Background: an optimization exercise with open tools, aiming at small area, a short achievable clock period and few clock cycles per item. Do not read the settings as production practice.
The RTL was checked by simulation tests, not by an equivalence proof against the original design.
Power figures rest on the tool's default switching activity, not on a simulated workload.

## linear_probe_endpoint_table
module linear_probe_endpoint_table (
   input  logic                           clock,
   input  logic                           reset,
   input  logic                           req_valid,
   output logic                           req_ready,
   input  logic [lpet_pkg::CMD_BITS-1:0]  req_command,
   input  logic [lpet_pkg::KEY_BITS-1:0]  req_key,
   input  logic [lpet_pkg::HALF_BITS-1:0] req_descriptor,
   input  logic [lpet_pkg::HALF_BITS-1:0] req_send_handle,
   input  logic [lpet_pkg::HALF_BITS-1:0] req_done_handle,
   output logic                           rsp_valid,
   input  logic                           rsp_ready,
   output logic [lpet_pkg::SLOT_OUT_BITS-1:0] rsp_slot,
   output logic                           rsp_found,
   output logic                           rsp_table_full,
   output logic [lpet_pkg::HALF_BITS-1:0] rsp_descriptor_out,
   output logic [lpet_pkg::HALF_BITS-1:0] rsp_send_handle_out,
   output logic [lpet_pkg::HALF_BITS-1:0] rsp_done_handle_out
);
clock: 5.0 ns
lec_check: 0
cap_margin: 20
core_margin: 2
core_utilization: 50
cts_cluster_diameter: 100
cts_cluster_size: 30
setup_slack_margin: 2.5
slew_margin: 20
run.sh (not shown) runs the stock make flow with config.mk's settings and CLKGATE_MAP_FILE= SYNTH_SCRIPT=/design/flow/synth_recipe.tcl, a recipe that flattens the netlist after the stock synthesis.
The baseline went through all stages and came out clean.
Testbench counts at the start, summed over its fixed seeds: cycles 6,528, items 6,144.
Next try:
CTS_CLUSTER_SIZE = 25   (was 30)
SETUP_SLACK_MARGIN = 3.0   (was 2.5)
TNS_END_PERCENT = 30   (was unset)
=> The changed run passed the timing, DRC and antenna checks. Final cell count rose by 5.2%. Count of clock-buffer cells in the layout rose by 21. Worst hold slack gets worse by 0.038 ns. Cell area rose by 8.0%. Register-to-register slack gets better by 0.096 ns. Setup slack gets better by 0.096 ns. Non-clock buffer count rose by 236. Clock skew rose by 0.0074 ns. Global-route usage rose by 3.9 points. Die area stays the same. Power rose by 4.8%.
Next try:
GPL_ROUTABILITY_DRIVEN = 0   (was unset)
SETUP_SLACK_MARGIN = 2.8   (was 3.0)
TNS_END_PERCENT = 20   (was 30)
Outcome: The new run finished with timing, DRC and antenna clean; clock skew is lower by 0.016 ns; routed wire length fell by a few percent; area after synthesis stays the same; sequential power hardly moves; combinational power goes down by roughly a tenth; synthesized cell count does not change.
Next try:
CORE_UTILIZATION = 60   (was 50)
GPL_ROUTABILITY_DRIVEN = unset   (was 0)
PLACE_DENSITY = 0.75   (was unset)
What happened: Maximum frequency fell by 2.7%. Sequential power hardly moves. Cell count fell by 4.2%. Routed wire length goes down by 3.1%. Synthesized area does not change. Synthesized cell count is unchanged. Total power rises by 0.58%.
Next try:
CORE_UTILIZATION = 45   (was 60)
PLACE_DENSITY = unset   (was 0.75)
- The changed run finished with timing, DRC and antenna clean
- via count went down slightly
- wire length went up by a few percent
- non-clock buffer count went down by 16
- count of clock-buffer cells in the layout went down by 4
- worst setup slack improved by 0.11 ns
- flip-flop and latch count does not change

========
Another version of the RTL of linear_probe_endpoint_table (not shown whole).
Size in the first run: roughly 3200 cells after synthesis, roughly 1500 flip-flops, roughly 140 I/O pins, roughly 55000 sq um of cells after synthesis.
==> flow/design.v (excerpt) <==
module linear_probe_endpoint_table (
   input  logic                           clock,
   input  logic                           reset,
   input  logic                           req_valid,
   output logic                           req_ready,
   input  logic [lpet_pkg::CMD_BITS-1:0]  req_command,
   input  logic [lpet_pkg::KEY_BITS-1:0]  req_key,
   input  logic [lpet_pkg::HALF_BITS-1:0] req_descriptor,
   input  logic [lpet_pkg::HALF_BITS-1:0] req_send_handle,
   input  logic [lpet_pkg::HALF_BITS-1:0] req_done_handle,
   output logic                           rsp_valid,
   input  logic                           rsp_ready,
   output logic [lpet_pkg::SLOT_OUT_BITS-1:0] rsp_slot,
   output logic                           rsp_found,
   output logic                           rsp_table_full,
   output logic [lpet_pkg::HALF_BITS-1:0] rsp_descriptor_out,
   output logic [lpet_pkg::HALF_BITS-1:0] rsp_send_handle_out,
   output logic [lpet_pkg::HALF_BITS-1:0] rsp_done_handle_out
);
make LEC_CHECK=0 CAP_MARGIN=20 CORE_MARGIN=2 CORE_UTILIZATION=55 SETUP_SLACK_MARGIN=2.6 SLEW_MARGIN=20 finish   # period 5.0 ns
Testbench counts at the start, summed over its fixed seeds: cycles 6,528, items 6,144.
Then changed:
CORE_UTILIZATION = 40   (was 55)
SETUP_SLACK_MARGIN = default   (was 2.6)
Outcome:
- The changed run finished clean
- core utilization went down by 21 points
- sequential share of layout area went up by 3.1 points
- power decreases by 2.4%
- design area goes down by 4.7%
- global-route usage decreases by 13 points
- critical path depth drops by 2
- clock power hardly moves
- combinational power decreases by 22%
- routed wire length shrinks by 14%

========
RTL: one of the versions met above, not the one the previous note started from.
Size in the first run: roughly 3,300 cells after synthesis, about 1,500 flip-flops.
clock: 5.0 ns
lec_check: 0
cap_margin: 20
core_margin: 2
core_utilization: 50
cts_cluster_diameter: 100
cts_cluster_size: 25
setup_slack_margin: 2.8
slew_margin: 20
tns_end_percent: 5
Testbench counts at the start, summed over its fixed seeds: cycles 6,528, items 6,144.
Change:
--- a/flow/config.mk
+++ b/flow/config.mk
@@ -11,5 +11,5 @@
 export CTS_CLUSTER_DIAMETER = 100
-export CTS_CLUSTER_SIZE = 25
+export CTS_CLUSTER_SIZE = 30
 export SETUP_SLACK_MARGIN = 2.8
 export SLEW_MARGIN = 20
-export TNS_END_PERCENT = 5
+export TNS_END_PERCENT = 20
Clock skew rose by 3.5 ps; total power falls by a few percent; via count is higher slightly; synthesized cell count stays the same; setup slack is better by 59 ps; combinational power climbs by a few percent; sequential power hardly moves; hold slack gets better by 28 ps; final cell count is higher slightly.

afterwards: timing with drivers on the ports:
The flow's constraints put no driver on any port. The routed layouts listed below were extracted and timed again, unchanged, in two steps.
Step 1: set_driving_cell puts a clkbuf_16 on clock and a buf_2 on each other input, an assumption about the parent block.
Step 2 times the ports against the registers' clock, not the clock port: input delays grow and output delays shrink by t, the midpoint of the rising clock arrivals with the driver on.
Three values: ideal, step 1, step 2; two values: the first two.
run	shift t [ns]	setup WS [ns]	worst register clock-pin slew, ns
the first run of note 1	0.788	2.444 / 2.444 / 1.692	0.12 / 0.12
the second run of note 1	0.747	2.539 / 2.539 / 1.849	0.11 / 0.11
the third run of note 1	0.744	2.552 / 2.552 / 1.834	0.11 / 0.11
the fourth run of note 1	0.736	2.483 / 2.488 / 1.768	0.11 / 0.11
the fifth run of note 1	0.746	2.594 / 2.571 / 1.825	0.11 / 0.11
the first run of note 2	0.825	2.255 / 2.255 / 1.440	0.06 / 0.06
the second run of note 2	0.824	1.235 / 1.235 / 0.647	0.07 / 0.07
the first run of note 3	0.748	2.558 / 2.558 / 1.870	0.11 / 0.11
the second run of note 3	0.785	2.617 / 2.588 / 1.879	0.12 / 0.12
After both steps every run listed still meets setup and hold. The setup slack of the first run of note 2, which loses most, moves by 0.000 ns with the drivers and by -0.815 ns with both steps.
